From an optimization exercise on the open Yosys and OpenROAD flow, aimed at small area, a short achievable clock period and few clock cycles per item; shortcuts taken in it are not production practice.
The RTL was checked by simulation tests, not by an equivalence proof against the original design.
The clock port is modelled as an ideal driver; clocking choices that lean on that would not hold on a real chip.
Power figures rest on the tool's default switching activity, not on a simulated workload.

===== flow/run.sh =====
#!/bin/bash
set -euo pipefail
export BUFFER_PORTS_ARGS="-buffer_cell sky130_fd_sc_hd__buf_2"
export CTS_ARGS="-sink_clustering_enable -repair_clock_nets -sink_clustering_size 16 -sink_clustering_max_diameter 50 -buf_list {sky130_fd_sc_hd__clkbuf_8 sky130_fd_sc_hd__clkbuf_16} -root_buf sky130_fd_sc_hd__clkbuf_16 -tree_buf sky130_fd_sc_hd__clkbuf_16 -sink_clustering_buffer sky130_fd_sc_hd__clkbuf_8 -dont_use_dummy_load"
export PRE_CTS_TCL="$PWD/flow/pre_cts.tcl"
export OUT_FF_PULL=0.7
export POST_CTS_TCL="$PWD/flow/post_cts.tcl"
export ECO_MAX_DELAY=2.2
bash standard.sh > standard.log 2>&1

===== flow/post_cts.tcl =====
# Extra timing repair after CTS.
# The paths from inputs to outputs are bounded by the fixed I/O delays and
# stop repair_timing early. First over-constrain the paths that end at
# registers (a tighter limit than the clock gives) so repair works on them,
# then drop those limits and repair again against the real constraints.
log_cmd estimate_parasitics -placement
set_max_delay $::env(ECO_MAX_DELAY) -from [all_registers] -to [all_registers]
set_max_delay $::env(ECO_MAX_DELAY) -from [all_inputs] -to [all_registers]
log_cmd repair_timing -setup -setup_margin 0 -repair_tns 100 -skip_last_gasp -verbose
unset_path_exceptions -from [all_registers] -to [all_registers]
unset_path_exceptions -from [all_inputs] -to [all_registers]
log_cmd estimate_parasitics -placement
log_cmd repair_timing -setup -setup_margin [expr {[info exists ::env(SETUP_SLACK_MARGIN)] ? $::env(SETUP_SLACK_MARGIN) : 0}] -repair_tns 100 -verbose
log_cmd detailed_placement
check_placement -verbose
report_checks -path_delay max -format end -group_path_count 10
report_design_area

===== flow/pre_cts.tcl =====
# Pull each flip-flop that drives an output port's buffer part of the way
# towards that buffer, so the flop's output wire is short. Detailed
# placement legalises the moved cells.
set frac $::env(OUT_FF_PULL)
set block [ord::get_db_block]
set moved 0
foreach bterm [$block getBTerms] {
  if { [$bterm getIoType] != "OUTPUT" } { continue }
  set net [$bterm getNet]
  set buf ""
  foreach it [$net getITerms] { if { [$it isOutputSignal] } { set buf [$it getInst] } }
  if { $buf == "" } { continue }
  set ff ""
  foreach it [$buf getITerms] {
    if { [$it isInputSignal] } {
      foreach it2 [[$it getNet] getITerms] { if { [$it2 isOutputSignal] } { set ff [$it2 getInst] } }
    }
  }
  if { $ff == "" } { continue }
  if { ![string match "*df*" [[$ff getMaster] getName]] } { continue }
  set fl [$ff getLocation]
  set bl [$buf getLocation]
  set nx [expr { int([lindex $fl 0] + $frac * ([lindex $bl 0] - [lindex $fl 0])) }]
  set ny [expr { int([lindex $fl 1] + $frac * ([lindex $bl 1] - [lindex $fl 1])) }]
  $ff setLocation $nx $ny
  incr moved
}
puts "pre_cts: moved $moved output flip-flops (fraction $frac)"
detailed_placement
check_placement -verbose

===== standard.sh =====
#!/bin/bash
# synth_recipe.tcl (not shown) runs the flow's synth.tcl, then flattens the netlist and writes it again
# the make line also repeats each setting of config.mk as NAME=value (left out here)
make -C /OpenROAD-flow-scripts/flow DESIGN_CONFIG=/design/flow/config.mk WORK_HOME=/design/flow/orfs CLKGATE_MAP_FILE= SYNTH_SCRIPT=/design/flow/synth_recipe.tcl "${@:-finish}"

===== config.mk =====
export PLATFORM = sky130hd
export DESIGN_NAME = mem_responder
export DESIGN_NICKNAME = mem_responder
export VERILOG_FILES = /design/flow/design.v
export SDC_FILE = /design/flow/constraint.sdc
export NUM_CORES = 4
export LEC_CHECK = 0
export CAP_MARGIN = 20
export CORE_MARGIN = 2
export CORE_UTILIZATION = 60
export CTS_BUF_LIST = sky130_fd_sc_hd__clkbuf_8
export CTS_CLUSTER_DIAMETER = 50
export CTS_CLUSTER_SIZE = 16
export SETUP_SLACK_MARGIN = 2.5
export SLEW_MARGIN = 20
export SYNTH_HIERARCHICAL = 1
export TNS_END_PERCENT = 100

===== constraint.sdc =====
create_clock -name core_clock -period 5.0 [get_ports {clk}]
set_input_delay 1.0000 -clock core_clock [delete_from_list [all_inputs] [get_ports {clk}]]
set_output_delay 1.0000 -clock core_clock [all_outputs]
set_load 0.01 [all_outputs]

===== design.v =====
`default_nettype none
module mem_responder #(
  parameter int DEPTH   = 64,
  parameter int LATENCY = 2
) (
  input  logic             clk,
  input  logic             rst,
  input  logic             req_valid,
  output logic             req_ready,
  input  logic             req_we,
  input  logic [31:0]      req_addr,
  input  logic [31:0]      req_wdata,
  output logic             resp_valid,
  input  logic             resp_ready,
  output logic [31:0]      resp_rdata,
  output logic             resp_err,
  output logic             busy
);
  localparam int AW = $clog2(DEPTH);
  logic [31:0]   r_mem [DEPTH];
  logic          a_v;
  logic          a_st;       
  logic          a_ld;       
  logic          a_err;
  logic [AW-1:0] a_idx;
  logic [31:0]   a_wd;
  logic          b_v;
  logic          b_ld;
  logic          b_err;
  logic [AW-1:0] b_idx;
  logic [7:0]    r_wlo;      
  logic [7:0]    r_whi;      
  logic [7:0]    s_lo;       
  logic [7:0]    s_hi;       
  logic          s_err;      
  logic          o_v;
  logic          o_err;
  logic [31:0]   o_rd;
  logic          r_rdy;
  logic          r_busy;
  logic          w_acc;
  logic          w_ofree;
  logic          w_oload;
  logic          w_stay;
  logic          w_a2b;
  logic          w_av_n;
  logic          w_bv_n;
  logic          w_ov_n;
  logic          w_in_err;
  logic          w_in_ld;
  logic          w_in_st;
  logic [AW-1:0] w_in_idx;
  logic          w_ast_n;
  logic          w_ald_n;
  logic          w_aerr_n;
  logic [AW-1:0] w_aidx_n;
  logic          w_bld_n;
  logic          w_berr_n;
  logic [AW-1:0] w_bidx_n;
  logic          w_sld_n;
  logic          w_serr_n;
  logic [AW-1:0] w_sidx_n;
  logic          w_wr_n;
  logic          w_unused;
  assign w_acc    = req_valid & r_rdy;
  assign w_ofree  = ~o_v | resp_ready;
  assign w_oload  = w_ofree & (b_v | a_v);
  assign w_stay   = a_v & b_v;             
  assign w_a2b    = a_v & ~b_v & ~w_ofree;  
  assign w_av_n   = w_acc | w_stay;
  assign w_bv_n   = (b_v | a_v) & ~w_ofree;
  assign w_ov_n   = w_oload | (o_v & ~resp_ready);
  assign w_in_err = (req_addr[1:0] != 2'b00);
  assign w_in_ld  = ~req_we & ~w_in_err;
  assign w_in_st  = req_we & ~w_in_err;
  assign w_in_idx = req_addr[AW+1:2];
  assign w_unused = ^{req_addr[31:AW+2], LATENCY[0]};
  assign w_ast_n  = w_acc ? w_in_st  : a_st;
  assign w_ald_n  = w_acc ? w_in_ld  : a_ld;
  assign w_aerr_n = w_acc ? w_in_err : a_err;
  assign w_aidx_n = w_acc ? w_in_idx : a_idx;
  assign w_bld_n  = w_a2b ? a_ld  : b_ld;
  assign w_berr_n = w_a2b ? a_err : b_err;
  assign w_bidx_n = w_a2b ? a_idx : b_idx;
  assign w_sld_n  = w_bv_n ? w_bld_n  : (w_av_n & w_ald_n);
  assign w_serr_n = w_bv_n ? w_berr_n : w_aerr_n;
  assign w_sidx_n = w_bv_n ? w_bidx_n : w_aidx_n;
  assign w_wr_n   = w_av_n & w_ast_n & ~w_bv_n;
  always_ff @(posedge clk) begin
    if (rst) begin
      a_v    <= 1'b0;
      b_v    <= 1'b0;
      o_v    <= 1'b0;
      r_rdy  <= 1'b1;
      r_busy <= 1'b0;
    end else begin
      a_v    <= w_av_n;
      b_v    <= w_bv_n;
      o_v    <= w_ov_n;
      r_rdy  <= ~(w_av_n & w_bv_n);
      r_busy <= w_av_n | w_bv_n | w_ov_n;
    end
  end
  always_ff @(posedge clk) begin
    a_st  <= w_ast_n;
    a_ld  <= w_ald_n;
    a_err <= w_aerr_n;
    a_idx <= w_aidx_n;
    if (w_acc) a_wd <= req_wdata;
    b_ld  <= w_bld_n;
    b_err <= w_berr_n;
    b_idx <= w_bidx_n;
    s_err <= w_serr_n;
    for (int i = 0; i < 8; i++) begin
      r_wlo[i] <= w_wr_n & (w_aidx_n[2:0] == 3'(i));
      r_whi[i] <= (w_aidx_n[5:3] == 3'(i));
    end
    for (int i = 0; i < 8; i++) begin
      s_lo[i] <= w_sld_n & (w_sidx_n[2:0] == 3'(i));
      s_hi[i] <= (w_sidx_n[5:3] == 3'(i));
    end
    if (w_oload) begin
      o_err <= s_err;
      o_rd  <= w_rd;
    end
  end
  always_ff @(posedge clk) begin
    for (int i = 0; i < DEPTH; i++) begin
      if (r_wlo[i % 8] && r_whi[i / 8]) r_mem[i] <= a_wd;
    end
  end
  logic [DEPTH-1:0] w_sel;
  logic [31:0]      w_rd;
  always_comb begin
    for (int i = 0; i < DEPTH; i++) w_sel[i] = s_lo[i % 8] & s_hi[i / 8];
  end
  for (genvar b = 0; b < 32; b++) begin : g_rd
    logic [21:0] l1;    
    logic [5:0]  l2;    
    logic [2:0]  l3;    
    for (genvar k = 0; k < 21; k++) begin : g_l1
      mr_aoi222 u_aoi (
        .a0(w_sel[3*k]),   .b0(r_mem[3*k][b]),
        .a1(w_sel[3*k+1]), .b1(r_mem[3*k+1][b]),
        .a2(w_sel[3*k+2]), .b2(r_mem[3*k+2][b]),
        .y(l1[k])
      );
    end
    mr_nand2 u_last (.a(w_sel[63]), .b(r_mem[63][b]), .y(l1[21]));
    for (genvar k = 0; k < 5; k++) begin : g_l2
      mr_nand4 u_n4 (.a(l1[4*k]), .b(l1[4*k+1]), .c(l1[4*k+2]), .d(l1[4*k+3]), .y(l2[k]));
    end
    mr_nand2 u_n2 (.a(l1[20]), .b(l1[21]), .y(l2[5]));
    for (genvar k = 0; k < 3; k++) begin : g_l3
      mr_nor2 u_o (.a(l2[2*k]), .b(l2[2*k+1]), .y(l3[k]));
    end
    mr_nand3 u_f (.a(l3[0]), .b(l3[1]), .c(l3[2]), .y(w_rd[b]));
  end
  assign req_ready  = r_rdy;
  assign resp_valid = o_v;
  assign resp_rdata = o_rd;
  assign resp_err   = o_err;
  assign busy       = r_busy;
endmodule
module mr_aoi222 (
  input  logic a0, b0, a1, b1, a2, b2,
  output logic y
);
  assign y = ~((a0 & b0) | (a1 & b1) | (a2 & b2));
endmodule
module mr_nand2 (
  input  logic a, b,
  output logic y
);
  assign y = ~(a & b);
endmodule
module mr_nand4 (
  input  logic a, b, c, d,
  output logic y
);
  assign y = ~(a & b & c & d);
endmodule
module mr_nor2 (
  input  logic a, b,
  output logic y
);
  assign y = ~(a | b);
endmodule
module mr_nand3 (
  input  logic a, b, c,
  output logic y
);
  assign y = ~(a & b & c);
endmodule
`default_nettype wire

==> results of run 1 <==
-- metrics by stage --
step                worst slack, ns  hold WS (ns)  instances
detailed placement             1.69         0.391       5265
floorplan                      2.72         0.386       3445
finish                         2.37         0.384       5498
global placement               1.72         0.394       5264
global route                   2.43         0.355       5495
-- sequential cells by signal (all words and copies together) (netlist names), 6 cells and up --
signal  count
s_lo        8
r_mem    2048
r_whi       8
a_idx       6
r_wlo       8
s_hi        8
o_rd       32
b_idx       6
a_wd       32
-- per-module statistics from Yosys, one instance, submodules excluded --
| module | copies in the design | area [um2] |
|---|---|---|
| mem_responder | 1 | 66300 |
| mr_nand3 | 32 | 5.00 |
| mr_aoi222 | 672 | 10.0 |
| mr_nand4 | 160 | 6.26 |
| mr_nand2 | 64 | 3.75 |
| mr_nor2 | 96 | 3.75 |
-- cell type report --
class,count,share of cell area
multi-input combinational,1264,0.133
timing repair buffer,243,0.0296
antenna,5,0.000151
inverter,9,0.000499
clock buffer,172,0.0309
tap,1637,0.0248
sequential,2168,0.781
-- synth_stat cells (2+ instances only) --
library cell	instances
buf_4	2
edfxtp_1	2113
nand4_1	160
o21a_1	2
inv_2	2
nand3b_1	4
a222oi_1	672
nor4_1	8
mux2_2	8
inv_1	6
o21ai_0	3
a21oi_2	2
o22ai_1	2
nand2_4	2
a21oi_1	5
dfxtp_1	55
a221oi_2	2
mux2i_4	4
o32a_1	2
buf_2	2
nor3_1	18
a21o_1	2
o2bb2ai_1	3
o221a_2	2
nand2_1	71
nand3_1	36
nor2_1	106
and4b_1	2
and2_1	128
nor2b_1	3
-- kinds of logic (layout without fill, tap and decap cells) --
family | count (synthesis) | after routing | share of synthesized area
mux | 13 | 13 | 0.00254
flops | 2168 | 2168 | 0.863
simple gates | 544 | 544 | 0.0392
buf+inv | 13 | 424 | 0.000853
compound gates | 707 | 707 | 0.0942
other cells | 0 | 5 | 0
-- per-layer routing --
| layer | GRT usage | part of all wire |
|---|---|---|
| met5 | 0 | 0.00014 |
| met4 | 0.126 | 0.039 |
| met3 | 0.0751 | 0.13 |
| met2 | 0.515 | 0.46 |
| met1 | 0.479 | 0.37 |
-- how the worst max path moves through the flow --
stage / cells past startpoint / from / endpoint
after floorplan: 5 / req_valid / s_hi[4]$_DFF_P_
after global placement: 6 / req_valid / s_lo[6]$_DFF_P_
after detailed placement: 6 / req_valid / s_lo[6]$_DFF_P_
after global routing: 7 / s_lo[4]$_DFF_P_ / o_rd[8]$_DFFE_PP_
final: 7 / s_lo[6]$_DFF_P_ / o_rd[5]$_DFFE_PP_
-- critical path, stage by stage (launching register included) --
cell and delay, ns:
dfxtp_2 0.33, buf_6 0.14, and2_1 0.15, buf_6 0.23, a222oi_1 0.33, nand4_1 0.61, nor2_4 0.39, nand3_4 0.13
-- power groups by stage --
stage	combinational, uW	sequential (uW)	clock [uW]
3_3_place_gp	582	20500	0
2_1_floorplan	156	20600	0
6_report	687	20100	8590
5_1_grt	714	20100	9320
3_5_place_dp	618	20500	0
==> flow_summary_export.csv, run 1 <==
group,metric,value,unit
status,status,"no timing/DRC/antenna violations",
global_routing,overflow,0,
place,dpl-instance-area,78100,um2
yosys,synth_top_area_share,0.849,
worst_hold_path,hold_path_class,"input port to flop",
route,vias_per_cell,7.38,
final_layout,drive_gt1_frac,0.166,
yosys,synth_edf_count,2113,
global_routing,grt_pass1_vias,38800,
worst_hold_path,min_delay_path_depth,1,
global_routing,antenna_found_initial,9,
final_layout,layout_common_cells,"edfxtp_1, a222oi_1, nand4_1, clkbuf_8, buf_4",
setup_path,end_kind,"flop",
place,gp_congestion,0.871,
flow_run,maxCapViolCount,0,
yosys,ys_ff_latch,2168,
floorplan,core-area,124000,um2
power_and_ir_drop,swShare,0.198,
yosys,ys_async_sr_fraction,0,
power_and_ir_drop,power_density,355,nW/um2
timing,setup_viol,0,
power_and_ir_drop,pwr-share-seq,0.684,
yosys,synth_area_leader_cell,"edfxtp_1",
final_layout,design_area,82700,um2
power_and_ir_drop,p_total,29400,uW
setup_path,cp_max_fo,32,
setup_path,worstSetupPathType,"flop to flop",
final_layout,final_nets,3927,
power_and_ir_drop,combPwrFrac,0.023,
timing,finalMaxSlewViolations,0,
power_and_ir_drop,switchingPower,5830,uW
power_and_ir_drop,ir_drop,0.000398,V
place,dp_hpwl,107,mm
route,wirelength,214,mm
clock_network,cts_tree,"built",
worst_hold_path,hold_path_end,"a_wd[29]$_DFFE_PN_",
clock_network,clkTransAtPathRegs,0.09,ns
setup_path,reg2reg_slack,2.37,ns
place,port_buffers,80,
final_layout,final_core_util,0.669,
final_layout,register_area,64600,um2
timing,maxSlewHeadroom,0.233,
power_and_ir_drop,clkPwrFrac,0.292,
yosys,synthesis.nets,3514,
global_routing,grt_use_total,0.335,
timing,min_period,2.63,ns
floorplan,die_width,357,um
floorplan,num_rows,129,
global_routing,grt_first_pass_wirelength,293,mm
worst_hold_path,hp-start,"req_wdata[29]",
route,wl_per_cell,38.9,um
power_and_ir_drop,p_leak,0.0256,uW
route,first_pass_iters,9,
setup_path,required,5.50,ns
clock_network,clk_latency,0.79,ns
final_layout,fillers,8018,
yosys,syn_inst,3445,
floorplan,io-pin-count,105,
timing,fmax,381,MHz
route,first_iter_violations,8563,
final_layout,syn_to_final_growth,10.6,%
timing,fin_skew,0.0506,ns
yosys,synth_seq_area_share,0.863,
floorplan,dieHeight,357,um
floorplan,initial_core_util,0.605,
final_layout,layout_commonest_cell,"edfxtp_1",
yosys,synth.area.top_cells,"edfxtp_1, a222oi_1, dfxtp_1",
timing,worst_pin_slew,1.15,ns
route,drc,0,
yosys,syn-mean-instance-area,21.7,um2
yosys,ys_types,48,
timing,rsz0062_at_grt,"true",
floorplan,die_area,127000,um2
yosys,synth_ff_type,"edfxtp_1",
timing,finalSetupTns,0,ns
yosys,netlist_area,74800,um2
clock_network,clock_sinks,2168,
global_routing,grt_max_degree,65,
timing,min_period_over_period,0.525,
timing,hold_viol_final,0,
route,num_vias,40600,
setup_path,reg2reg_from,"s_lo[6]$_DFF_P_",
route,antenna_left,0,
setup_path,worstPathArrival,3.13,ns
final_layout,multiInputGateArea,11000,um2
yosys,synth_warnings,9,
power_and_ir_drop,intPower,23500,uW
setup_path,reg2reg_to,"o_rd[5]$_DFFE_PP_",
setup_path,cp-start-kind,"flop",
setup_path,rr_worst_depth,7,
Testbench counts, summed over its fixed seeds: cycles 2,064, items 2,048.
==> run 2, diff against run 1 <==
--- a/design.v
+++ b/design.v
@@ -31,6 +31,5 @@
   logic [7:0]    r_wlo;      
   logic [7:0]    r_whi;      
-  logic [7:0]    s_lo;       
-  logic [7:0]    s_hi;       
+  logic [DEPTH-1:0] s_sel;    
   logic          s_err;      
   logic          o_v;
@@ -116,7 +115,6 @@
       r_whi[i] <= (w_aidx_n[5:3] == 3'(i));
     end
-    for (int i = 0; i < 8; i++) begin
-      s_lo[i] <= w_sld_n & (w_sidx_n[2:0] == 3'(i));
-      s_hi[i] <= (w_sidx_n[5:3] == 3'(i));
+    for (int i = 0; i < DEPTH; i++) begin
+      s_sel[i] <= w_sld_n & (w_sidx_n == AW'(i));
     end
     if (w_oload) begin
@@ -132,7 +130,5 @@
   logic [DEPTH-1:0] w_sel;
   logic [31:0]      w_rd;
-  always_comb begin
-    for (int i = 0; i < DEPTH; i++) w_sel[i] = s_lo[i % 8] & s_hi[i / 8];
-  end
+  assign w_sel = s_sel;
   for (genvar b = 0; b < 32; b++) begin : g_rd
     logic [21:0] l1;    
==> run 2 against run 1 <==
Still clean. Cell count up 1.0%. Combinational power up 1%. Sequential power about the same. Setup slack better by 0.23 ns. Critical endpoint is now resp_rdata[10]. Highest routed layer unchanged.
==> flow_summary_export.csv, run 2 <==
group,metric,value,unit
yosys,ys_ff_latch,2216,
route,num_vias,40800,
final_layout,design_area,82400,um2
power_and_ir_drop,clkPwrFrac,0.290,
floorplan,initial_core_util,0.604,
clock_network,clkTransAtPathRegs,0.09,ns
route,antenna_left,0,
route,met1Wirelength,76.8,mm
power_and_ir_drop,swShare,0.198,
global_routing,antenna_found_initial,17,
power_and_ir_drop,switchingPower,5880,uW
timing,fmax,416,MHz
power_and_ir_drop,p_total,29700,uW
setup_path,reg2reg_from,"s_sel[18]$_DFF_P_",
power_and_ir_drop,pwr-share-seq,0.687,
route,drc,0,
setup_path,end_kind,"output port",
route,wl_per_cell,38.0,um
yosys,synthesis.nets,3615,
yosys,synth_seq_area_share,0.864,
yosys,synth_edf_count,2113,
setup_path,worstPathArrival,1.40,ns
floorplan,die_area,129000,um2
worst_hold_path,hold_path_class,"input port to flop",
final_layout,final_nets,3968,
final_layout,final_core_util,0.656,
route,wirelength,211,mm
timing,min_period_over_period,0.480,
yosys,syn_inst,3546,
place,dpl-instance-area,79100,um2
timing,rsz0062_at_grt,"false",
place,gp_congestion,0.881,
yosys,post-synth-top-count-cell,"edfxtp_1",
setup_path,crit_path_end,"resp_rdata[10]",
setup_path,slowest_delay,0.45,ns
power_and_ir_drop,p_leak,0.0254,uW
setup_path,worstSetupPathType,"flop to output port",
global_routing,grt_first_pass_wirelength,290,mm
power_and_ir_drop,intPower,23900,uW
clock_network,cts_tree,"built",
yosys,ys_types,50,
yosys,synth_warnings,9,
place,port_buffers,80,
power_and_ir_drop,ir_drop,0.000365,V
place,place_ws,1.28,ns
setup_path,required,4.00,ns
yosys,netlist_area,75900,um2
global_routing,grt_max_degree,65,
setup_path,critPathTopFamily,"flip-flops",
flow_run,maxCapViolCount,0,
yosys,synth_area_leader_cell,"edfxtp_1",
place,dp_hpwl,107,mm
setup_path,reg2reg_slack,2.68,ns
setup_path,cp-start-kind,"flop",
global_routing,grt_use_total,0.324,
setup_path,rr_worst_depth,5,
final_layout,largest_register_ffs,2048,
yosys,synth.area.top_cells,"edfxtp_1, a222oi_1, dfxtp_1",
route,wl_met3,26.3,mm
global_routing,grt_pass1_vias,39700,
final_layout,top_regs,"r_mem (2048), s_sel (64)",
route,first_pass_iters,9,
timing,finalSetupTns,0,ns
route,highest_layer,"met5",
clock_network,clk_latency,0.78,ns
power_and_ir_drop,combPwrFrac,0.023,
final_layout,fillers,8266,
floorplan,num_rows,130,
timing,setup_viol,0,
floorplan,core-area,126000,um2
setup_path,cpMaxStageDelayCell,"edfxtp_1",
final_layout,layout_common_cells,"edfxtp_1, a222oi_1, nand4_1, clkbuf_8, nor2_1",
final_layout,syn_to_final_growth,8.64,%
timing,hold_viol_final,0,
power_and_ir_drop,power_density,361,nW/um2
setup_path,path_cells,"buf_2",
setup_path,reg2reg_to,"o_rd[30]$_DFFE_PP_",
floorplan,die_width,360,um
route,dr_wl_met2,99.8,mm
yosys,syn-mean-instance-area,21.4,um2
route,vias_per_cell,7.35,
floorplan,dieHeight,360,um
timing,layout_setup_ws,2.60,ns
final_layout,top_register,"r_mem",
clock_network,clock_sinks,2216,
yosys,synth_common_cells,"edfxtp_1, a222oi_1, nor2_1",
timing,min_period,2.40,ns
yosys,synth_ff_type,"edfxtp_1",
yosys,synth_top_area_share,0.836,
final_layout,layout_commonest_cell,"edfxtp_1",
floorplan,io-pin-count,105,
final_layout,drive_gt1_frac,0.137,
setup_path,path_buf_inv,1,
yosys,ys_async_sr_fraction,0,
timing,worst_pin_slew,1.17,ns
timing,maxSlewHeadroom,0.220,
route,first_iter_violations,8750,
setup_path,cp_max_fo,1,
setup_path,worst-path-stages,1,
timing,fin_skew,0.0421,ns
global_routing,overflow,0,
status,status,"no timing/DRC/antenna violations",
timing,finalMaxSlewViolations,0,
setup_path,startpoint,"o_rd[10]$_DFFE_PP_",
==> run 2: cell types whose count changed after synthesis, moves of 4 or more <==
cell,change
buf_2,+7
dfxtp_1,+48
and2_1,-64
nand3_2,+4
mux2i_1,+7
nand3b_1,-4
nand2_1,+15
nor3_1,-10
nor4_1,-8
nor2_1,+75
nand2b_1,+4
nor2b_1,+8
nand3_1,+12
==> run 2: routing by layer <==
layer | track usage | vias up
met3 | 0.0695 | 377
met4 | 0.127 | 4
met2 | 0.508 | 2951
met1 | 0.453 | 20900
li1 | - | 16600
met5 | 0 | -
==> run 2: metrics by stage <==
stage / hold slack (ns) / cells
2_1_floorplan: 0.386 / 3546
3_3_place_gp: 0.453 / 5369
3_5_place_dp: 0.442 / 5369
5_1_grt: 0.363 / 5550
6_report: 0.387 / 5553
==> run 2: logic make-up (layout without fill, tap and decap cells) <==
family	Yosys count	count (layout)	share of synthesized area
other cells	0	6	0
compound gates	700	701	0.0913
flops	2216	2216	0.864
mux	25	25	0.00435
simple gates	583	583	0.0391
buf+inv	22	372	0.00170
==> run 2: cell type report <==
class | instances | area [um2] | share of cell area
multi-input cells | 1309 | 10800 | 0.131
repair buffers | 193 | 1430 | 0.0173
inverters | 9 | 46.3 | 0.000562
clock buffers | 170 | 2530 | 0.0307
well taps | 1650 | 2060 | 0.0250
flip-flops and latches | 2216 | 65500 | 0.795
diodes | 6 | 15.0 | 0.000182
==> run 2: worst min path at each step <==
stage                  startpoint                  to  slack (ns)  cells past startpoint
global route        req_wdata[28]  a_wd[28]$_DFFE_PN_        0.36                      1
finish              req_wdata[11]  a_wd[11]$_DFFE_PN_        0.39                      1
global placement    b_err$_DFF_P_       b_err$_DFF_P_        0.45                      1
floorplan           s_err$_DFF_P_     o_err$_DFFE_PP_        0.39                      0
detailed placement  s_err$_DFF_P_     o_err$_DFFE_PP_        0.44                      0
==> run 2: Yosys stat by module, one instance, submodules excluded <==
module / area (um2) / times used
mr_nand2: 3.75 / 64
mr_nor2: 3.75 / 96
mr_nand4: 6.26 / 160
mr_aoi222: 10.0 / 672
mem_responder: 67400 / 1
mr_nand3: 5.00 / 32
==> run 2: power groups by stage <==
| stage | combinational [uW] | clock (uW) | sequential, uW |
|---|---|---|---|
| floorplan | 170 | 0 | 21000 |
| global placement | 618 | 0 | 20900 |
| detailed placement | 652 | 0 | 20900 |
| global route | 725 | 9370 | 20400 |
| finish | 697 | 8620 | 20400 |
Testbench counts of run 2, summed over its fixed seeds: cycles 2,064, items 2,048.
==> run 3, diff against run 2 <==
--- a/flow/run.sh
+++ b/flow/run.sh
@@ -4,5 +4,5 @@
 export CTS_ARGS="-sink_clustering_enable -repair_clock_nets -sink_clustering_size 16 -sink_clustering_max_diameter 50 -buf_list {sky130_fd_sc_hd__clkbuf_8 sky130_fd_sc_hd__clkbuf_16} -root_buf sky130_fd_sc_hd__clkbuf_16 -tree_buf sky130_fd_sc_hd__clkbuf_16 -sink_clustering_buffer sky130_fd_sc_hd__clkbuf_8 -dont_use_dummy_load"
 export PRE_CTS_TCL="$PWD/flow/pre_cts.tcl"
-export OUT_FF_PULL=0.7
+export OUT_FF_PULL=0.85
 export POST_CTS_TCL="$PWD/flow/post_cts.tcl"
 export ECO_MAX_DELAY=2.2
==> run 3 against run 2 <==
Hold slack improved by 0.0096 ns. Sequential share of layout area fell by 0.10 points. Setup slack got worse by 0.011 ns. Critical path depth rose by 4. Routed wire length barely moved. Register-to-register slack got worse by 0.09 ns. Synthesized cell count did not move. Count of clock-buffer cells in the layout rose by 1. Flip-flop and latch count did not move. Clock power barely moved.
==> flow_summary_export.csv, run 3 <==
group,metric,value,unit
status,status,"no timing/DRC/antenna violations",
yosys,syn-mean-instance-area,21.4,um2
final_layout,final_cell_count_no_fill,5557,
yosys,synth_ff_type,"edfxtp_1",
yosys,synth_common_cells,"edfxtp_1, a222oi_1, nor2_1",
power_and_ir_drop,power_density,361,nW/um2
final_layout,drive_gt1_frac,0.137,
power_and_ir_drop,ir_drop,0.000370,V
yosys,synth_edf_count,2113,
floorplan,core-area,126000,um2
yosys,synth_seq_area_share,0.864,
worst_hold_path,hold_path_class,"input port to flop",
setup_path,slowest_delay,0.57,ns
global_routing,antenna_found_initial,19,
route,num_vias,40800,
timing,layout_setup_ws,2.59,ns
yosys,synth_warnings,9,
timing,min_period_over_period,0.483,
route,wirelength,211,mm
flow_run,maxCapViolCount,0,
timing,rsz0062_at_grt,"false",
yosys,ys_async_sr_fraction,0,
setup_path,cp_max_fo,32,
global_routing,grt_max_degree,65,
route,first_iter_violations,8757,
setup_path,required,5.49,ns
setup_path,critPathTopFamily,"simple AND/OR/NAND/NOR gates",
timing,min_period,2.41,ns
route,antenna_left,0,
timing,fmax,414,MHz
route,drc,0,
power_and_ir_drop,p_leak,0.0254,uW
yosys,synth_area_leader_cell,"edfxtp_1",
final_layout,layout_commonest_cell,"edfxtp_1",
final_layout,fillers,8271,
floorplan,dieHeight,360,um
final_layout,final_core_util,0.657,
global_routing,grt_first_pass_wirelength,290,mm
timing,worst_pin_slew,1.17,ns
global_routing,grt_pass1_vias,39600,
final_layout,top_register,"r_mem",
yosys,synth_top_area_share,0.836,
timing,fin_skew,0.0436,ns
yosys,synthesis.nets,3615,
global_routing,overflow,0,
floorplan,initial_core_util,0.604,
final_layout,top_regs,"r_mem (2048), s_sel (64)",
timing,maxSlewHeadroom,0.220,
yosys,ys_types,50,
final_layout,layout_common_cells,"edfxtp_1, a222oi_1, nand4_1, clkbuf_8, nor2_1",
final_layout,final_nets,3968,
timing,hold_viol_final,0,
place,place_ws,1.28,ns
setup_path,cpMaxStageDelayCell,"nand4_1",
yosys,syn_inst,3546,
setup_path,worstSetupPathType,"flop to flop",
clock_network,clkTransAtPathRegs,0.09,ns
floorplan,die_area,129000,um2
setup_path,path_cells,"buf_12 -> a222oi_1 -> nand4_1 -> nor2_4 -> nand3_4",
setup_path,worstPathArrival,2.91,ns
timing,hold_ws,0.396,ns
setup_path,end_kind,"flop",
clock_network,clock_sinks,2216,
route,wl_per_cell,38.0,um
place,gp_congestion,0.881,
final_layout,largest_register_ffs,2048,
route,first_pass_iters,7,
clock_network,clk_latency,0.78,ns
timing,finalSetupTns,0,ns
floorplan,io-pin-count,105,
timing,setup_viol,0,
place,dp_hpwl,107,mm
yosys,post-synth-top-count-cell,"edfxtp_1",
floorplan,num_rows,130,
setup_path,cp-start-kind,"flop",
place,place_inst,5369,
clock_network,cts_tree,"built",
final_layout,syn_to_final_growth,8.78,%
global_routing,grt_use_total,0.325,
timing,finalMaxSlewViolations,0,
floorplan,die_width,360,um
place,port_buffers,80,
setup_path,path_buf_inv,1,
route,vias_per_cell,7.34,
yosys,synth.area.top_cells,"edfxtp_1, a222oi_1, dfxtp_1",
yosys,netlist_area,75900,um2
yosys,ys_ff_latch,2216,
[run 3: changes by cell type in the layout (fill, tap and decap cells not counted), moves of 2 or more]
cell     delta
buf_4       -5
nor2_2      -4
nor2_4      +4
nand3_1     -3
nand3_4     +2
buf_12      +2
diode_2     +4
[run 3: per-stage QoR]
step	power, uW	instance area [um2]
after floorplan	21100	75900
final	29800	82500
after global routing	30600	82500
after detailed placement	21500	79100
after global placement	21500	79100
[run 3: cell families (layout without fill, tap and decap cells)]
logic type,after synthesis,count (layout),share of synthesized area
AND/OR/NAND/NOR,583,583,0.0391
buffers and inverters,22,372,0.00170
multiplexers,25,25,0.00435
AO/OA/AOI/OAI,700,701,0.0913
other,0,10,0
flip-flops,2216,2216,0.864
[run 3: path summary, 6_finish.rpt]
kind | startpoint | endpoint | slack (ns) | cells past startpoint
worst min-delay path | req_wdata[3] | a_wd[3]$_DFFE_PN_ | 0.40 | 1
worst max register to register | s_sel[18]$_DFF_P_ | o_rd[30]$_DFFE_PP_ | 2.59 | 5
worst min register to register | a_ld$_DFF_P_ | b_ld$_DFF_P_ | 0.49 | 1
worst max-delay path | s_sel[18]$_DFF_P_ | o_rd[30]$_DFFE_PP_ | 2.59 | 5
[run 3: cell type report]
| class | instances | area (um2) | area share |
|---|---|---|---|
| diodes | 10 | 25.0 | 0.000303 |
| clock buffers | 171 | 2540 | 0.0308 |
| inverters | 9 | 41.3 | 0.000500 |
| multi-input cells | 1309 | 10900 | 0.132 |
| flip-flops and latches | 2216 | 65500 | 0.794 |
| well taps | 1650 | 2060 | 0.0250 |
| repair buffers | 192 | 1470 | 0.0178 |
[run 3: power breakdown]
| part | switching, uW | leakage (uW) | internal [uW] |
|---|---|---|---|
| sequential | 53.9 | 0.0199 | 20400 |
| combinational | 563 | 0.00423 | 135 |
| clock | 5260 | 0.00132 | 3380 |
[run 3: modules after synthesis, one instance, submodules excluded]
module         copies in the design  area (um2)  flip-flops and latches  cells
mem_responder                     1       67400                    2216   2522
mr_aoi222                       672        10.0                       0      1
mr_nand2                         64        3.75                       0      1
mr_nand3                         32        5.00                       0      1
mr_nand4                        160        6.26                       0      1
mr_nor2                          96        3.75                       0      1
[run 3: per-layer routing]
layer  vias up  wire length, um  track usage  part of all wire
li1      16600                -            -                 -
met1     20800            76500        0.454              0.36
met2      2947            99700        0.509              0.47
met3       410            26400       0.0694              0.12
met4         6             8580        0.127             0.041
met5         -               70            0           0.00033
==> run 4, diff against run 3 <==
--- a/design.v
+++ b/design.v
@@ -62,5 +62,5 @@
   logic          w_wr_n;
   logic          w_unused;
-  assign w_acc    = req_valid & r_rdy;
+  assign w_acc    = req_valid & r_rdy & ~rst;
   assign w_ofree  = ~o_v | resp_ready;
   assign w_oload  = w_ofree & (b_v | a_v);
--- a/flow/run.sh
+++ b/flow/run.sh
@@ -4,5 +4,5 @@
 export CTS_ARGS="-sink_clustering_enable -repair_clock_nets -sink_clustering_size 16 -sink_clustering_max_diameter 50 -buf_list {sky130_fd_sc_hd__clkbuf_8 sky130_fd_sc_hd__clkbuf_16} -root_buf sky130_fd_sc_hd__clkbuf_16 -tree_buf sky130_fd_sc_hd__clkbuf_16 -sink_clustering_buffer sky130_fd_sc_hd__clkbuf_8 -dont_use_dummy_load"
 export PRE_CTS_TCL="$PWD/flow/pre_cts.tcl"
-export OUT_FF_PULL=0.85
+export OUT_FF_PULL=0.7
 export POST_CTS_TCL="$PWD/flow/post_cts.tcl"
 export ECO_MAX_DELAY=2.2
==> run 4 against run 3 <==
Still clean. Area after synthesis barely moved. Count of clock-buffer cells in the layout rose by 1. Via count fell by 0.42%. Design area rose by 0.30%. Synthesized cell count fell by 0.34%. Clock power rose by 0.5%. Die area barely moved. Clock skew barely moved. Non-clock buffer count rose by 20. Routed wire length rose by 0.19%.
==> flow_summary_export.csv, run 4 <==
group,metric,value,unit
place,dp_hpwl,107,mm
yosys,post-synth-top-count-cell,"edfxtp_1",
global_routing,grt_use_total,0.325,
yosys,ys_ff_latch,2216,
timing,fin_skew,0.0440,ns
final_layout,drive_gt1_frac,0.146,
timing,fmax,402,MHz
final_layout,top_regs,"r_mem (2048), s_sel (64)",
route,drc,0,
global_routing,overflow,0,
worst_hold_path,hp-start,"req_wdata[13]",
place,place_ws,1.53,ns
final_layout,top_register,"r_mem",
yosys,synth_edf_count,2113,
clock_network,cts_tree,"built",
setup_path,reg2reg_from,"s_sel[16]$_DFF_P_",
setup_path,worstSetupPathType,"flop to flop",
timing,maxSlewHeadroom,0.214,
yosys,ys_async_sr_fraction,0,
global_routing,grt_max_degree,65,
route,wl_per_cell,38.0,um
final_layout,final_nets,3978,
setup_path,required,5.49,ns
route,first_iter_violations,8193,
yosys,synth_common_cells,"edfxtp_1, a222oi_1, nor2_1",
floorplan,die_area,129000,um2
place,port_buffers,80,
timing,hold_viol_final,0,
setup_path,rr_worst_depth,6,
route,vias_per_cell,7.30,
final_layout,syn_to_final_growth,9.08,%
final_layout,largest_register_ffs,2048,
timing,min_period_over_period,0.498,
global_routing,grt_first_pass_wirelength,291,mm
worst_hold_path,hold_path_class,"input port to flop",
clock_network,clk_latency,0.78,ns
power_and_ir_drop,p_leak,0.0255,uW
timing,min_period,2.49,ns
power_and_ir_drop,power_density,357,nW/um2
clock_network,clkTransAtPathRegs,0.10,ns
timing,finalSetupTns,0,ns
final_layout,layout_commonest_cell,"edfxtp_1",
yosys,synth_seq_area_share,0.863,
place,gp_congestion,0.867,
yosys,synth_ff_type,"edfxtp_1",
status,status,"no timing/DRC/antenna violations",
timing,hold_ws,0.389,ns
power_and_ir_drop,ir_drop,0.000380,V
floorplan,io-pin-count,105,
yosys,ys_types,39,
worst_hold_path,min_delay_path_depth,1,
floorplan,dieHeight,360,um
yosys,synth_top_area_share,0.836,
timing,layout_setup_ws,2.51,ns
setup_path,worstPathArrival,2.98,ns
yosys,synth_area_leader_cell,"edfxtp_1",
timing,rsz0062_at_grt,"true",
timing,worst_pin_slew,1.18,ns
route,antenna_left,0,
floorplan,die_width,360,um
global_routing,grt_pass1_vias,39700,
setup_path,reg2reg_to,"o_rd[1]$_DFFE_PP_",
yosys,syn_inst,3534,
floorplan,initial_core_util,0.604,
floorplan,core-area,126000,um2
yosys,synth.area.top_cells,"edfxtp_1, a222oi_1, dfxtp_1",
yosys,netlist_area,75900,um2
setup_path,end_kind,"flop",
yosys,syn-mean-instance-area,21.5,um2
timing,setup_viol,0,
clock_network,clock_sinks,2216,
setup_path,cp_max_fo,21,
route,wirelength,212,mm
setup_path,cp-start-kind,"flop",
global_routing,antenna_found_initial,8,
yosys,synth_warnings,9,
timing,finalMaxSlewViolations,0,
setup_path,reg2reg_slack,2.51,ns
worst_hold_path,hold_path_end,"a_wd[13]$_DFFE_PN_",
floorplan,num_rows,130,
route,num_vias,40600,
flow_run,maxCapViolCount,0,
final_layout,layout_common_cells,"edfxtp_1, a222oi_1, nand4_1, clkbuf_8, nor2_1",
route,first_pass_iters,9,
yosys,synthesis.nets,3603,
==> run 4: changes by cell type after synthesis, sizes merged, moves of 3 or more <==
cell	change
nor2b	+4
nand2	+4
o21ai	+3
inv	-4
and3	-3
mux2i	+11
nor2	+6
nor3	-7
a21boi	-3
==> run 4: cell families (layout without fill, tap and decap cells) <==
kind of cell | after synthesis | after routing | synth area share
other cells | 0 | 6 | 0
simple gates | 580 | 580 | 0.0391
buf+inv | 16 | 389 | 0.00173
compound gates | 686 | 686 | 0.0901
flops | 2216 | 2216 | 0.863
mux | 36 | 36 | 0.00574
==> run 4: worst max-delay path by stage <==
stage	startpoint	endpoint	slack, ns
2_1_floorplan	rst	s_sel[20]$_DFF_P_	2.56
3_3_place_gp	req_addr[1]	s_sel[52]$_DFF_P_	1.58
3_5_place_dp	rst	s_sel[36]$_DFF_P_	1.53
5_1_grt	s_sel[15]$_DFF_P_	o_rd[31]$_DFFE_PP_	2.49
6_report	s_sel[16]$_DFF_P_	o_rd[1]$_DFFE_PP_	2.51
==> run 4: per-layer routing <==
layer	global-route usage	up-vias	wire, um	part of all wire
li1	-	16600	-	-
met1	0.448	20700	75000	0.35
met2	0.507	2946	99800	0.47
met3	0.0787	353	28500	0.13
met4	0.130	0	8210	0.039
met5	0	-	0	0
==> run 4: worst max-delay path, stage by stage, from the launching register on <==
cell and delay [ns]:
dfxtp_1 0.33, buf_8 0.18, buf_6 0.18, a222oi_1 0.39
nand4_1 0.60, nor2_4 0.37, nand3_2 0.11
==> run 4: through the flow <==
step           std cells   util  total power, uW  instance area (um2)
6_report            5563  0.659            29500                82800
5_1_grt             5560  0.659            30300                82800
3_5_place_dp        5366  0.630            21200                79200
3_3_place_gp        5366  0.630            21200                79200
2_1_floorplan       3534      -            21000                75900
==> run 4: modules after synthesis, one instance, submodules excluded <==
| module | area (um2) | times used | cells inside |
|---|---|---|---|
| mr_aoi222 | 10.0 | 672 | 1 |
| mr_nand2 | 3.75 | 64 | 1 |
| mr_nand4 | 6.26 | 160 | 1 |
| mem_responder | 67400 | 1 | 2510 |
| mr_nand3 | 5.00 | 32 | 1 |
| mr_nor2 | 3.75 | 96 | 1 |
==> run 4: layout make-up <==
class / count / area [um2]
diodes: 6 / 15.0
clock buffers: 172 / 2560
flip-flops and latches: 2216 / 65500
inverters: 5 / 31.3
fillers: 8194 / 42800
multi-input cells: 1302 / 10900
repair buffers: 212 / 1710
well taps: 1650 / 2060
==> run 4: where the power goes <==
| group | internal (uW) | switching (uW) | total [uW] |
|---|---|---|---|
| Sequential | 20300 | 57.3 | 20300 |
| Combinational | 102 | 414 | 516 |
| Clock | 3390 | 5280 | 8670 |
Testbench counts of run 4, summed over its fixed seeds: cycles 2,064, items 2,048.
==> run 5, diff against run 4 <==
--- a/flow/run.sh
+++ b/flow/run.sh
@@ -6,4 +6,4 @@
 export OUT_FF_PULL=0.7
 export POST_CTS_TCL="$PWD/flow/post_cts.tcl"
-export ECO_MAX_DELAY=2.2
+export ECO_MAX_DELAY=2.1
 bash standard.sh > standard.log 2>&1
==> run 5 against run 4 <==
Register-to-register slack hardly changed. Critical path depth stayed put. Synthesized cell count stayed put. Combinational power is 1% higher. Sequential share of layout area is 0.43 points lower. Non-clock buffer count is 15 higher. Design area is 0.58% higher. Sequential power hardly changed. Global-route usage is 0.24 points higher. First-iteration DRC count is 1.4% lower. Critical endpoint unchanged. Largest power group unchanged. Highest routed layer is now met5.
==> flow_summary_export.csv, run 5 <==
group,metric,value,unit
yosys,synth_top_area_share,0.836,
timing,layout_setup_ws,2.52,ns
clock_network,clk_latency,0.78,ns
route,wirelength,213,mm
setup_path,path_common_cell,"buf_8",
power_and_ir_drop,p_leak,0.0258,uW
floorplan,initial_core_util,0.604,
yosys,synthesis.nets,3603,
floorplan,core-area,126000,um2
final_layout,design_area,83200,um2
yosys,ys_ff_latch,2216,
place,place_ws,1.53,ns
timing,min_period,2.48,ns
floorplan,io-pin-count,105,
place,gp_congestion,0.867,
floorplan,die_area,129000,um2
final_layout,syn_to_final_growth,9.72,%
final_layout,drive_gt1_frac,0.153,
yosys,synth_warnings,9,
route,antenna_left,0,
setup_path,end_kind,"flop",
yosys,synth_common_cells,"edfxtp_1, a222oi_1, nor2_1",
yosys,synth_seq_area_share,0.863,
timing,maxSlewHeadroom,0.238,
setup_path,worstPathArrival,2.97,ns
place,port_buffers,80,
clock_network,clkTransAtPathRegs,0.10,ns
global_routing,grt_first_pass_wirelength,293,mm
timing,setup_viol,0,
flow_run,maxCapViolCount,0,
floorplan,num_rows,130,
final_layout,largest_register_ffs,2048,
yosys,netlist_area,75900,um2
yosys,synth.area.top_cells,"edfxtp_1, a222oi_1, dfxtp_1",
global_routing,antenna_found_initial,8,
setup_path,worstSetupPathType,"flop to flop",
yosys,synth_area_leader_cell,"edfxtp_1",
setup_path,slowest_delay,0.61,ns
final_layout,layout_commonest_cell,"edfxtp_1",
timing,finalMaxSlewViolations,0,
power_and_ir_drop,power_density,355,nW/um2
setup_path,critPathTopFamily,"simple AND/OR/NAND/NOR gates",
final_layout,final_core_util,0.663,
timing,finalSetupTns,0,ns
global_routing,overflow,0,
clock_network,clock_sinks,2216,
final_layout,final_nets,3993,
timing,min_period_over_period,0.497,
yosys,synth_edf_count,2113,
setup_path,cp_max_fo,21,
status,status,"no timing/DRC/antenna violations",
timing,fin_skew,0.0462,ns
worst_hold_path,hold_path_class,"input port to flop",
floorplan,dieHeight,360,um
setup_path,cpMaxStageDelayCell,"nand4_1",
global_routing,grt_use_total,0.327,
route,wl_per_cell,38.2,um
place,dpl-instance-area,79200,um2
route,vias_per_cell,7.31,
power_and_ir_drop,ir_drop,0.000384,V
timing,worst_pin_slew,1.14,ns
yosys,post-synth-top-count-cell,"edfxtp_1",
final_layout,top_register,"r_mem",
yosys,ys_types,39,
route,num_vias,40800,
route,first_iter_violations,8077,
floorplan,die_width,360,um
route,first_pass_iters,10,
setup_path,path_buf_inv,2,
final_layout,layout_common_cells,"edfxtp_1, a222oi_1, nand4_1, clkbuf_8, nor2_1",
route,drc,0,
final_layout,top_regs,"r_mem (2048), s_sel (64)",
global_routing,grt_max_degree,65,
global_routing,grt_pass1_vias,39700,
timing,hold_viol_final,0,
timing,fmax,403,MHz
timing,rsz0062_at_grt,"false",
yosys,syn_inst,3534,
place,dp_hpwl,107,mm
setup_path,required,5.49,ns
yosys,ys_async_sr_fraction,0,
yosys,syn-mean-instance-area,21.5,um2
clock_network,cts_tree,"built",
setup_path,cp-start-kind,"flop",
setup_path,path_cells,"buf_8 -> buf_8 -> a222oi_1 -> nand4_1 -> nor2_4 -> nand3_2",
yosys,synth_ff_type,"edfxtp_1",
run 5: final timing paths:
path,slack [ns],end,depth (start not counted),startpoint
hold / removal,0.39,a_wd[25]$_DFFE_PN_,1,req_wdata[25]
hold reg to reg,0.47,a_st$_DFF_P_,2,a_st$_DFF_P_
setup / recovery,2.52,o_rd[1]$_DFFE_PP_,6,s_sel[16]$_DFF_P_
setup reg to reg,2.52,o_rd[1]$_DFFE_PP_,6,s_sel[16]$_DFF_P_
run 5: through the flow:
stage,instances,power (uW),hold WS [ns]
final,5575,29500,0.385
after floorplan,3534,21000,0.386
after global placement,5366,21200,0.423
after detailed placement,5366,21200,0.443
after global routing,5575,30300,0.352
run 5: per-module statistics from Yosys, one instance, submodules excluded:
| module | times used | flip-flops and latches | area, um2 |
|---|---|---|---|
| mem_responder | 1 | 2216 | 67400 |
| mr_aoi222 | 672 | 0 | 10.0 |
| mr_nand4 | 160 | 0 | 6.26 |
| mr_nand3 | 32 | 0 | 5.00 |
| mr_nand2 | 64 | 0 | 3.75 |
| mr_nor2 | 96 | 0 | 3.75 |
run 5: where the power goes:
part	internal, uW	switching (uW)
clock network	3390	5290
logic	106	417
registers	20300	59.8
run 5: kinds of logic (layout without fill, tap and decap cells):
kind of cell	Yosys count	in the layout	share of synthesized area
DFF	2216	2216	0.863
AOI/OAI and AO/OA	686	686	0.0901
and+or+nand+nor	580	580	0.0391
muxes	36	36	0.00574
buffers and inverters	16	404	0.00173
other	0	3	0
run 5: metal layers:
| layer | up-vias | routed length (um) | GRT usage |
|---|---|---|---|
| li1 | 16600 | - | - |
| met1 | 20900 | 77000 | 0.454 |
| met2 | 2871 | 100000 | 0.513 |
| met3 | 368 | 27300 | 0.0779 |
| met4 | 4 | 8190 | 0.123 |
| met5 | - | 27 | 0 |
run 5: area by class of cell:
class	count	area, um2
diodes	3	7.51
clock buffers	172	2560
repair buffers	227	2040
multi-input cells	1302	11000
fillers	8135	42300
inverters	5	31.3
flip-flops and latches	2216	65500
well taps	1650	2060
==> run 6, diff against run 5 <==
--- a/flow/run.sh
+++ b/flow/run.sh
@@ -6,4 +6,4 @@
 export OUT_FF_PULL=0.7
 export POST_CTS_TCL="$PWD/flow/post_cts.tcl"
-export ECO_MAX_DELAY=2.1
+export ECO_MAX_DELAY=2.0
 bash standard.sh > standard.log 2>&1
==> run 6 against run 5 <==
Fmax is essentially flat. Count of clock-buffer cells in the layout is the same. Flip-flop and latch count is the same. Area after synthesis is the same. Combinational power grew 2%. Cell count grew 0.47%. Clock power is essentially flat. Critical path depth is the same. Critical path type unchanged. Largest cell class unchanged. Highest routed layer unchanged.
==> flow_summary_export.csv, run 6 <==
group,metric,value,unit
floorplan,die_area,129000,um2
floorplan,io-pin-count,105,
place,gp_congestion,0.867,
timing,min_period,2.49,ns
status,status,"no timing/DRC/antenna violations",
place,port_buffers,80,
route,wirelength,215,mm
timing,hold_viol_final,0,
final_layout,layout_commonest_cell,"edfxtp_1",
global_routing,overflow,0,
setup_path,path_cells,"buf_12 -> buf_12 -> a222oi_1 -> nand4_1 -> nor2_4 -> nand3_2",
floorplan,core-area,126000,um2
final_layout,final_nets,4018,
floorplan,dieHeight,360,um
route,drc,0,
yosys,syn_inst,3534,
final_layout,top_regs,"r_mem (2048), s_sel (64)",
setup_path,critPathTopFamily,"simple AND/OR/NAND/NOR gates",
yosys,synthesis.nets,3603,
yosys,synth_ff_type,"edfxtp_1",
setup_path,path_buf_inv,2,
yosys,synth_edf_count,2113,
setup_path,cpMaxStageDelayCell,"nand4_1",
setup_path,required,5.48,ns
route,vias_per_cell,7.34,
timing,worst_pin_slew,1.07,ns
setup_path,slowest_delay,0.56,ns
clock_network,clock_sinks,2216,
final_layout,multiInputGateArea,11100,um2
power_and_ir_drop,power_density,353,nW/um2
final_layout,top_register,"r_mem",
place,dp_hpwl,107,mm
route,wl_per_cell,38.4,um
timing,finalMaxSlewViolations,0,
yosys,netlist_area,75900,um2
route,first_pass_iters,9,
clock_network,clk_latency,0.78,ns
final_layout,layout_common_cells,"edfxtp_1, a222oi_1, nand4_1, clkbuf_8, nor2_1",
setup_path,reg2reg_slack,2.51,ns
global_routing,grt_max_degree,65,
timing,fmax,402,MHz
final_layout,syn_to_final_growth,10.4,%
final_layout,largest_register_ffs,2048,
floorplan,initial_core_util,0.604,
flow_run,maxCapViolCount,0,
final_layout,register_area,65600,um2
yosys,synth_area_leader_cell,"edfxtp_1",
timing,maxSlewHeadroom,0.287,
yosys,ys_types,39,
place,place_ws,1.53,ns
power_and_ir_drop,ir_drop,0.000393,V
clock_network,cts_tree,"built",
timing,fin_skew,0.0452,ns
timing,min_period_over_period,0.497,
timing,finalSetupTns,0,ns
floorplan,num_rows,130,
setup_path,cp_max_fo,6,
clock_network,clkTransAtPathRegs,0.10,ns
final_layout,fillers,8093,
setup_path,cp-start-kind,"flop",
global_routing,antenna_found_initial,6,
route,antenna_left,0,
timing,setup_viol,0,
yosys,synth_seq_area_share,0.863,
setup_path,path_common_cell,"buf_12",
yosys,synth_warnings,9,
yosys,synth_top_area_share,0.836,
floorplan,die_width,360,um
setup_path,end_kind,"flop",
global_routing,grt_pass1_vias,39800,
route,first_iter_violations,8160,
setup_path,worstSetupPathType,"flop to flop",
yosys,post-synth-top-count-cell,"edfxtp_1",
yosys,synth_common_cells,"edfxtp_1, a222oi_1, nor2_1",
yosys,synth.area.top_cells,"edfxtp_1, a222oi_1, dfxtp_1",
yosys,ys_async_sr_fraction,0,
worst_hold_path,hold_path_class,"input port to flop",
final_layout,final_core_util,0.667,
route,num_vias,41100,
global_routing,grt_first_pass_wirelength,296,mm
timing,layout_setup_ws,2.51,ns
global_routing,grt_use_total,0.331,
power_and_ir_drop,p_leak,0.0260,uW
timing,rsz0062_at_grt,"false",
yosys,ys_ff_latch,2216,
setup_path,worstPathArrival,2.97,ns
yosys,syn-mean-instance-area,21.5,um2
final_layout,drive_gt1_frac,0.162,
-- run 6: final timing paths --
kind,start,endpoint,cells past startpoint
worst max register to register,s_sel[15]$_DFF_P_,o_rd[31]$_DFFE_PP_,6
worst max-delay path,s_sel[15]$_DFF_P_,o_rd[31]$_DFFE_PP_,6
worst min-delay path,req_wdata[1],a_wd[1]$_DFFE_PN_,1
worst min register to register,a_st$_DFF_P_,a_st$_DFF_P_,2
-- run 6: stage by stage --
stage	power, uW	area, um2	instances	hold slack, ns
floorplan	21000	75900	3534	0.386
global route	30300	83700	5600	0.352
detailed placement	21200	79200	5366	0.443
finish	29500	83700	5601	0.392
global placement	21200	79200	5366	0.423
-- run 6: layout make-up --
cell class,count,area share
Sequential cell,2216,0.783
Multi-Input combinational cell,1302,0.132
Clock buffer,172,0.0306
Timing Repair Buffer,251,0.0291
Tap cell,1650,0.0247
Inverter,5,0.000538
Timing Repair inverter,1,0.000134
Antenna cell,4,0.000120
-- run 6: worst register-to-register path, stage by stage, from the launching register on --
cell and delay (ns):
dfxtp_4 0.36, buf_12 0.14, buf_12 0.15, a222oi_1 0.50, nand4_1 0.56, nor2_4 0.35, nand3_2 0.13
-- run 6: cell families (layout without fill, tap and decap cells) --
| group | count (synthesis) | after routing | synth area share |
|---|---|---|---|
| other cells | 0 | 4 | 0 |
| buf+inv | 16 | 429 | 0.00173 |
| compound gates | 686 | 686 | 0.0901 |
| flops | 2216 | 2216 | 0.863 |
| simple gates | 580 | 580 | 0.0391 |
| mux | 36 | 36 | 0.00574 |
-- run 6: metal layers --
| metal | vias to the layer above | share of wire | track usage | routed length [um] |
|---|---|---|---|---|
| li1 | 16700 | - | - | - |
| met1 | 21100 | 0.36 | 0.463 | 77800 |
| met2 | 2972 | 0.47 | 0.518 | 101000 |
| met3 | 384 | 0.13 | 0.0759 | 27700 |
| met4 | 4 | 0.038 | 0.122 | 8250 |
| met5 | - | 0.00012 | 0 | 25 |
-- run 6: where the power goes --
part	internal (uW)	switching (uW)	total, uW	leakage, uW
clock network	3390	5290	8680	0.00132
registers	20300	61.3	20300	0.0198
logic	112	424	535	0.00486
total	23800	5770	29500	0.0260
-- run 6: per-module statistics from Yosys, one instance, submodules excluded --
module / cell area, um2 / copies in the design / flops+latches
mr_nor2: 3.75 / 96 / 0
mr_nand3: 5.00 / 32 / 0
mr_nand2: 3.75 / 64 / 0
mem_responder: 67400 / 1 / 2216
mr_nand4: 6.26 / 160 / 0
mr_aoi222: 10.0 / 672 / 0
==> run 7, diff against run 6 <==
--- a/design.v
+++ b/design.v
@@ -29,6 +29,5 @@
   logic          b_err;
   logic [AW-1:0] b_idx;
-  logic [7:0]    r_wlo;      
-  logic [7:0]    r_whi;      
+  logic [DEPTH-1:0] r_we;     
   logic [DEPTH-1:0] s_sel;    
   logic          s_err;      
@@ -62,5 +61,5 @@
   logic          w_wr_n;
   logic          w_unused;
-  assign w_acc    = req_valid & r_rdy & ~rst;
+  assign w_acc    = req_valid & r_rdy;
   assign w_ofree  = ~o_v | resp_ready;
   assign w_oload  = w_ofree & (b_v | a_v);
@@ -111,9 +110,6 @@
     b_idx <= w_bidx_n;
     s_err <= w_serr_n;
-    for (int i = 0; i < 8; i++) begin
-      r_wlo[i] <= w_wr_n & (w_aidx_n[2:0] == 3'(i));
-      r_whi[i] <= (w_aidx_n[5:3] == 3'(i));
-    end
     for (int i = 0; i < DEPTH; i++) begin
+      r_we[i]  <= w_wr_n  & (w_aidx_n == AW'(i));
       s_sel[i] <= w_sld_n & (w_sidx_n == AW'(i));
     end
@@ -125,5 +121,5 @@
   always_ff @(posedge clk) begin
     for (int i = 0; i < DEPTH; i++) begin
-      if (r_wlo[i % 8] && r_whi[i / 8]) r_mem[i] <= a_wd;
+      if (r_we[i]) r_mem[i] <= a_wd;
     end
   end
--- a/flow/run.sh
+++ b/flow/run.sh
@@ -6,4 +6,4 @@
 export OUT_FF_PULL=0.7
 export POST_CTS_TCL="$PWD/flow/post_cts.tcl"
-export ECO_MAX_DELAY=2.0
+export ECO_MAX_DELAY=2.2
 bash standard.sh > standard.log 2>&1
==> run 7 against run 6 <==
Power is 3.0% higher. Still clean on timing, DRC and antenna. Flip-flop and latch count grew 48. Clock power up 2%. Via count is 0.30% higher. Synthesized cell count rose by 1.4%. Largest power group unchanged.
==> flow_summary_export.csv, run 7 <==
group,metric,value,unit
global_routing,grt_first_pass_wirelength,293,mm
power_and_ir_drop,power_density,363,nW/um2
yosys,synthesis.nets,3653,
timing,hold_viol_final,0,
setup_path,worst-path-stages,1,
route,drc,0,
timing,rsz0062_at_grt,"false",
final_layout,drive_gt1_frac,0.153,
yosys,synth_ff_type,"edfxtp_1",
place,gp_congestion,0.871,
final_layout,multiInputGateArea,11000,um2
power_and_ir_drop,p_leak,0.0257,uW
yosys,syn_inst,3584,
final_layout,final_nets,4010,
setup_path,required,4.00,ns
clock_network,cts_tree,"built",
global_routing,antenna_found_initial,19,
place,port_buffers,80,
route,antenna_left,0,
final_layout,fillers,8302,
yosys,ys_types,50,
route,wl_per_cell,38.1,um
route,wirelength,214,mm
route,met1Wirelength,77.2,mm
flow_run,maxCapViolCount,0,
clock_network,clkTransAtPathRegs,0.09,ns
route,vias_per_cell,7.35,
timing,finalSetupTns,0,ns
global_routing,grt_max_degree,65,
worst_hold_path,hold_path_class,"input port to flop",
setup_path,path_buf_inv,1,
final_layout,final_cell_count_no_fill,5609,
timing,maxSlewHeadroom,0.189,
yosys,synth_warnings,9,
route,first_pass_iters,10,
setup_path,slowest_delay,0.48,ns
setup_path,worstPathArrival,1.42,ns
floorplan,num_rows,131,
final_layout,syn_to_final_growth,8.67,%
floorplan,die_width,363,um
floorplan,io-pin-count,105,
global_routing,grt_pass1_vias,40300,
floorplan,initial_core_util,0.604,
route,first_iter_violations,8322,
final_layout,register_area,66600,um2
place,place_ws,1.49,ns
yosys,synth_top_area_share,0.822,
place,dp_hpwl,110,mm
timing,min_period_over_period,0.485,
timing,fin_skew,0.0456,ns
timing,finalMaxSlewViolations,0,
yosys,ys_async_sr_fraction,0,
final_layout,largest_register_ffs,2048,
setup_path,critPathTopFamily,"flip-flops",
yosys,syn-mean-instance-area,21.5,um2
status,status,"no timing/DRC/antenna violations",
global_routing,grt_use_total,0.324,
global_routing,overflow,0,
yosys,synth_common_cells,"edfxtp_1, a222oi_1, nor2_1",
yosys,post-synth-top-count-cell,"edfxtp_1",
clock_network,clock_sinks,2264,
yosys,netlist_area,77200,um2
floorplan,core-area,128000,um2
final_layout,final_core_util,0.657,
final_layout,layout_common_cells,"edfxtp_1, a222oi_1, nand4_1, clkbuf_8, nor2_1",
timing,worst_pin_slew,1.22,ns
route,wl_met3,26.6,mm
timing,layout_setup_ws,2.58,ns
yosys,ys_ff_latch,2264,
setup_path,rr_worst_depth,5,
setup_path,path_cells,"buf_2",
power_and_ir_drop,ir_drop,0.000400,V
floorplan,die_area,132000,um2
final_layout,layout_commonest_cell,"edfxtp_1",
setup_path,cpMaxStageDelayCell,"dfxtp_4",
timing,fmax,413,MHz
setup_path,cp-start-kind,"flop",
setup_path,end_kind,"output port",
yosys,synth_seq_area_share,0.861,
setup_path,cp_max_fo,14,
place,place_inst,5408,
clock_network,clk_latency,0.78,ns
yosys,synth.area.top_cells,"edfxtp_1, a222oi_1, dfxtp_1",
setup_path,worstSetupPathType,"flop to output port",
final_layout,top_register,"r_mem",
floorplan,dieHeight,363,um
yosys,synth_edf_count,2113,
route,highest_layer,"met5",
timing,min_period,2.42,ns
final_layout,top_regs,"r_mem (2048), r_we (64), s_sel (64)",
route,num_vias,41300,
timing,setup_viol,0,
route,dr_wl_met2,102,mm
worst_hold_path,min_delay_path_depth,1,
yosys,synth_area_leader_cell,"edfxtp_1",
run 7: final timing paths:
kind / from / to / slack, ns
worst min-delay path: req_wdata[21] / a_wd[21]$_DFFE_PN_ / 0.38
worst max register to register: s_sel[12]$_DFF_P_ / o_rd[22]$_DFFE_PP_ / 2.60
worst max-delay path: r_rdy$_SDFF_PP1_ / req_ready / 2.58
worst min register to register: b_idx[5]$_DFF_P_ / b_idx[5]$_DFF_P_ / 0.49
run 7: cells by family after synthesis:
| family | Yosys count | synth area share |
|---|---|---|
| DFF | 2264 | 0.861 |
| AOI/OAI and AO/OA | 700 | 0.0907 |
| and+or+nand+nor | 559 | 0.0395 |
| buffers and inverters | 34 | 0.00344 |
| muxes | 27 | 0.00511 |
run 7: where the power goes:
part / internal (uW) / switching [uW] / leakage, uW
clock: 3480 / 5350 / 0.00136
combinational: 160 / 608 / 0.00402
sequential: 20700 / 63.5 / 0.0203
run 7: modules after synthesis (local to each module, per instance):
module | cells inside | flops+latches | copies in the design
mem_responder | 2560 | 2264 | 1
mr_aoi222 | 1 | 0 | 672
mr_nand4 | 1 | 0 | 160
mr_nand3 | 1 | 0 | 32
mr_nand2 | 1 | 0 | 64
mr_nor2 | 1 | 0 | 96
run 7: stage by stage:
stage	hold slack, ns	area (um2)	power (uW)
finish	0.383	83900	30400
floorplan	0.386	77200	21600
global placement	0.412	80300	21900
detailed placement	0.405	80300	22000
global route	0.348	83900	31200
run 7: final cells by class:
cell class	instances	share of cell area
Clock buffer	177	0.0313
Antenna cell	8	0.000239
Tap cell	1662	0.0248
Timing Repair Buffer	207	0.0188
Multi-Input combinational cell	1287	0.131
Sequential cell	2264	0.794
Inverter	4	0.000179
run 7: metal layers:
layer / up-vias / global-route usage
met5: - / 0
met4: 6 / 0.117
met3: 362 / 0.0771
met2: 2865 / 0.516
met1: 21200 / 0.443
li1: 16900 / -
Testbench counts of run 7, summed over its fixed seeds: cycles 2,064, items 2,048.

## static timing again, ports no longer ideal
The flow's constraints put no driver on any port. The routed layouts listed below were extracted and timed again, unchanged, in two steps.
Step 1 sets driving cells, clkbuf_16 on the clock port and buf_2 on the other inputs (assumed; they add their load-dependent delay and slew).
Step 2 moves the port delays by t, midway between the first and last clock arrival at a register: inputs arrive t later, outputs are due t later. That takes back most of the time a late clock gives input paths.
Three values: ideal, step 1, step 2; two values: the first two.
run	shift t [ns]	slack for setup (ns)	worst register clock-pin slew, ns
run 1	0.841	2.373 / 2.373 / 2.046	0.10 / 0.10
run 2	0.839	2.598 / 2.520 / 1.956	0.10 / 0.10
run 3	0.841	2.587 / 2.547 / 1.839	0.10 / 0.10
run 4	0.837	2.512 / 2.511 / 1.946	0.10 / 0.10
run 5	0.840	2.517 / 2.507 / 1.996	0.10 / 0.10
run 6	0.839	2.515 / 2.499 / 2.149	0.10 / 0.10
run 7	0.841	2.577 / 2.500 / 1.947	0.10 / 0.10
After both steps setup and hold are still met in every run listed. For run 3, which loses most, drivers alone change the setup slack by -0.040 ns; drivers and shift together by -0.748 ns.
